What follows belongs to an exercise in optimizing a design on an open flow for small area and a short achievable clock period; a production flow would make more cautious choices.
At most, simulation tests tie the RTL to the original design; equivalence was not proved.
Power and IR drop assume default switching activity.

Design fano_decoder, start of the top module:
module fano_decoder (
    input  logic       clk,
    input  logic       nlocal_rst,
    input  logic       i_vld,
    input  logic [1:0] i_branch,
    output logic       o_vld,
    output logic       o_dec_sym
);
    localparam int W = fano_pkg::WIN_LEN;
    localparam int R = fano_pkg::RX_LEN;
    localparam int M = fano_pkg::CODE_MEM;
    logic [R-1:0]   rx_d_q;      
    logic [R-1:0]   rx_p_q;      
    logic [R-1:0]   worse_q;
    logic [W-1:0]   dec_q;
    logic [M:0]     hist_q;      
    logic [5:0]     pointer_q;   
    logic [R-1:0]   worse_n;
    logic [W-1:0]   dec_n;
    logic [M:0]     hist_n;
    logic [5:0]     pointer_n;
    function automatic logic pick_dec(logic [W-1:0] vec, logic [6:0] idx);
        pick_dec = (idx < 7'(W)) ? vec[idx[5:0]] : 1'b0;
    endfunction
    fano_pkg::fano_state_t state_q;
    fano_pkg::fano_state_t state_n;
    logic signed [13:0] tq_q;        
    logic signed [15:0] t_q;
    logic signed [15:0] mc_q;
    logic signed [15:0] mp_q;
    logic signed [15:0] ms;          
    logic signed [15:0] mp_back;     
    logic signed [15:0] mp_upd;
    logic         ms_vld_q;
    logic         mp_vld_q;
    logic         calc_back_q;
    logic         norm_en_q;
    logic [7:0]   fwd_cnt_q;
    logic         t_up;
    logic         t_down;
    logic         metric_norm;
    logic         calc_fwd;
    logic         mv_fwd;
    logic         mv_back;
    logic         mv_invert;
    logic         mv_clear;
    logic         ms_ge_t_q;     
    logic         mp_ge_t_q;     
    logic         mc_lt_tp_q;    
    logic         t_norm_q;      
    logic         worse_f_q;     
    logic         fenc_vld_q;
    logic         benc_vld_q;
    logic         ftap_q;        
    logic         btap_q;        
    logic         fbm_vld_q;
    logic         bbm_vld_q;
    logic         fbm_pos_q;     
    logic         fbm_n18_q;     
    logic         fsym_q;
    logic         bbm_pos_q;
    logic         bbm_n18_q;
  ...
Size in the first run: roughly 2100 cells after synthesis, roughly 300 flip-flops, about 7 I/O pins.
==> flow/config.mk <==
export PLATFORM = sky130hd
export DESIGN_NAME = fano_decoder
export DESIGN_NICKNAME = fano_decoder
export VERILOG_FILES = /design/flow/design.v
export SDC_FILE = /design/flow/constraint.sdc
export NUM_CORES = 4
export LEC_CHECK = 0
export CAP_MARGIN = 20
export CORE_MARGIN = 2
export CORE_UTILIZATION = 40
export SETUP_SLACK_MARGIN = 4.0
export SLEW_MARGIN = 20
==> flow/constraint.sdc <==
create_clock -name core_clock -period 7.0 [get_ports {clk}]
set_input_delay 1.4000 -clock core_clock [delete_from_list [all_inputs] [get_ports {clk}]]
set_output_delay 1.4000 -clock core_clock [all_outputs]
set_load 0.01 [all_outputs]
run.sh (not shown) runs the stock make flow with config.mk's settings and CLKGATE_MAP_FILE= SYNTH_SCRIPT=/design/flow/synth_recipe.tcl, a recipe that flattens the netlist after the stock synthesis.
Change:
--- a/flow/design.v
+++ b/flow/design.v
@@ -58,24 +58,28 @@
     logic [7:0]   fwd_cnt_q;
     logic         t_up;
     logic         t_down;
     logic         metric_norm;
     logic         calc_fwd;
     logic         mv_fwd;
     logic         mv_back;
     logic         mv_invert;
     logic         mv_clear;
     logic         ms_ge_t_q;     
     logic         mp_ge_t_q;     
     logic         mc_lt_tp_q;    
+    logic signed [16:0] d_q;     
+    logic signed [15:0] sum;     
+    logic         ms_ge_t;
+    logic         mpb_ge_t;
     logic         t_norm_q;      
     logic         worse_f_q;     
     logic         fenc_vld_q;
     logic         benc_vld_q;
     logic         ftap_q;        
     logic         btap_q;        
     logic         fbm_vld_q;
     logic         bbm_vld_q;
     logic         fbm_pos_q;     
     logic         fbm_n18_q;     
     logic         fsym_q;
     logic         bbm_pos_q;
@@ -123,32 +127,59 @@
             fbm_pos_q <= f_eq & ~f_worse;
             fbm_n18_q <= f_eq & f_worse;
             fsym_q    <= (f_rx_d & (f_rx_p ^ ftap_q)) ^ f_worse;
         end
         if (benc_vld_q) begin
             bbm_pos_q <= b_eq & ~b_worse;
             bbm_n18_q <= b_eq & b_worse;
         end
     end
     assign fbm = fbm_pos_q ? 16'sd2 : (fbm_n18_q ? -16'sd18 : -16'sd8);
     assign bbm = bbm_pos_q ? 16'sd2 : (bbm_n18_q ? -16'sd18 : -16'sd8);
     assign t_q = {tq_q, 2'b00};
-    assign ms  = mc_q + fbm;
+    assign sum = (state_q == fano_pkg::ST_BACKWARD) ? (mp_q - bbm) : (mc_q + fbm);
+    assign ms  = sum;
     always_comb begin
         if (fwd_cnt_q == 8'd0) mp_back = 16'sh8000;
         else if (fwd_cnt_q == 8'd1) mp_back = '0;
-        else mp_back = mp_q - bbm;
+        else mp_back = sum;
     end
     assign mp_upd = bbm_vld_q ? mp_back : mp_q;
     always_comb begin
+        if (fbm_pos_q) begin
+            if (mc_q >= 16'sd32766) ms_ge_t = (d_q >= 17'sd65534);
+            else ms_ge_t = (d_q >= -17'sd2);
+        end else if (fbm_n18_q) begin
+            if (mc_q <= -16'sd32751) ms_ge_t = (d_q >= -17'sd65518);
+            else ms_ge_t = (d_q >= 17'sd18);
+        end else begin
+            if (mc_q <= -16'sd32761) ms_ge_t = (d_q >= -17'sd65528);
+            else ms_ge_t = (d_q >= 17'sd8);
+        end
+    end
+    always_comb begin
+        if (fwd_cnt_q == 8'd0) mpb_ge_t = (tq_q == -14'sd8192);
+        else if (fwd_cnt_q == 8'd1) mpb_ge_t = (tq_q <= 14'sd0);
+        else if (bbm_pos_q) begin
+            if (mp_q <= -16'sd32767) mpb_ge_t = (d_q >= -17'sd65534);
+            else mpb_ge_t = (d_q >= 17'sd2);
+        end else if (bbm_n18_q) begin
+            if (mp_q >= 16'sd32750) mpb_ge_t = (d_q >= 17'sd65518);
+            else mpb_ge_t = (d_q >= -17'sd18);
+        end else begin
+            if (mp_q >= 16'sd32760) mpb_ge_t = (d_q >= 17'sd65528);
+            else mpb_ge_t = (d_q >= -17'sd8);
+        end
+    end
+    always_comb begin
         state_n     = state_q;
         calc_fwd    = 1'b0;
         mv_fwd      = 1'b0;
         mv_back     = 1'b0;
         mv_invert   = 1'b0;
         mv_clear    = 1'b0;
         t_up        = 1'b0;
         t_down      = 1'b0;
         metric_norm = 1'b0;
         case (state_q)
             fano_pkg::ST_INIT: begin
                 if (i_vld) state_n = fano_pkg::ST_IDLE;
@@ -157,25 +188,25 @@
                 if (norm_en_q && t_norm_q) metric_norm = 1'b1;
                 if (!dp[0]) begin
                     calc_fwd = 1'b1;
                     mv_clear = 1'b1;
                     state_n  = fano_pkg::ST_METRIC;
                 end
             end
             fano_pkg::ST_METRIC: begin
                 if (ms_vld_q) begin
                     if (ms_ge_t_q) begin
                         mv_fwd  = 1'b1;
                         state_n = fano_pkg::ST_FORWARD;
-                    end else if (mp_ge_t_q) begin
+                    end else if (!d_q[16]) begin
                         mv_back = 1'b1;
                         state_n = fano_pkg::ST_BACKWARD;
                     end else begin
                         t_down  = 1'b1;
                         state_n = fano_pkg::ST_IDLE;
                     end
                 end
             end
             fano_pkg::ST_FORWARD: begin
                 if (mc_lt_tp_q) t_up = 1'b1;
                 state_n = fano_pkg::ST_IDLE;
             end
@@ -234,27 +265,28 @@
                 mc_q <= mc_q >>> 1;
                 mp_q <= mp_q >>> 1;
             end else begin
                 mp_q <= mp_upd;
             end
             if (mv_fwd && (fwd_cnt_q != 8'hFF)) fwd_cnt_q <= fwd_cnt_q + 1'b1;
             else if (mv_back && (fwd_cnt_q != 8'h00)) fwd_cnt_q <= fwd_cnt_q - 1'b1;
             if (metric_norm) norm_en_q <= 1'b0;
             else if (state_q == fano_pkg::ST_METRIC) norm_en_q <= 1'b1;
         end
     end
     always_ff @(posedge clk) begin
-        ms_ge_t_q  <= ($signed(ms[15:2]) >= tq_q);
-        mp_ge_t_q  <= ($signed(mp_upd[15:2]) >= tq_q);
-        mc_lt_tp_q <= ($signed(mc_q[15:2]) <= tq_q) && (tq_q != 14'sh1FFF);
+        d_q        <= (fenc_vld_q ? {mc_q[15], mc_q} : {mp_q[15], mp_q}) - {tq_q[13], tq_q, 2'b00};
+        ms_ge_t_q  <= ms_ge_t;
+        mp_ge_t_q  <= mpb_ge_t;
+        if (fbm_vld_q) mc_lt_tp_q <= (d_q <= 17'sd3) && (tq_q != 14'sh1FFF);
         worse_f_q  <= (i_vld && sat) ? worse_q[38] : f_worse;
     end
     logic       sat;         
     logic       p39;
     logic       p38;
     logic       to_max;      
     logic [6:0] refill_idx;
     logic [R-1:0] wsel;      
     assign sat = dp[40];
     assign p39 = dp[39];
     assign p38 = dp[38];
     always_comb begin
After rerunning: The new run passed the timing, design-rule and antenna checks; power climbs by 7.3%; die area climbs by 3.1%; worst setup slack improved by 0.66 ns; cell area climbs by 2.2%; core utilization drops by 0.37 points.
For the first run of this note, only the layout was checked, not whether the RTL still works.

afterwards: timing with drivers on the ports:
No port has a modelled driver above. Below, the same layouts with a new extraction and two added sets of constraints. Step 1, drivers: a clkbuf_16 drives clk and a buf_2 each remaining input, both assumed. Step 2 adds t to the input delays and takes it off the output delays; t is the mean of the earliest and latest rising clock arrival at the registers after step 1. Input paths then give back, and output paths get back, about the clock's delay inside the block. Slacks: ideal / step 1 / step 2; pairs: ideal / step 1.
run	shift t [ns]	setup slack, ns	worst slew at a driven data input, ns	cell pins on the clock port's net
the first run	0.608	3.375 / 3.375 / 3.375	0.17	1
the second run	0.613	4.036 / 3.829 / 3.216	0.30	1
After both steps every run listed still meets setup and hold. The setup slack of the second run, which loses most, moves by -0.207 ns with the drivers and by -0.820 ns with both steps.
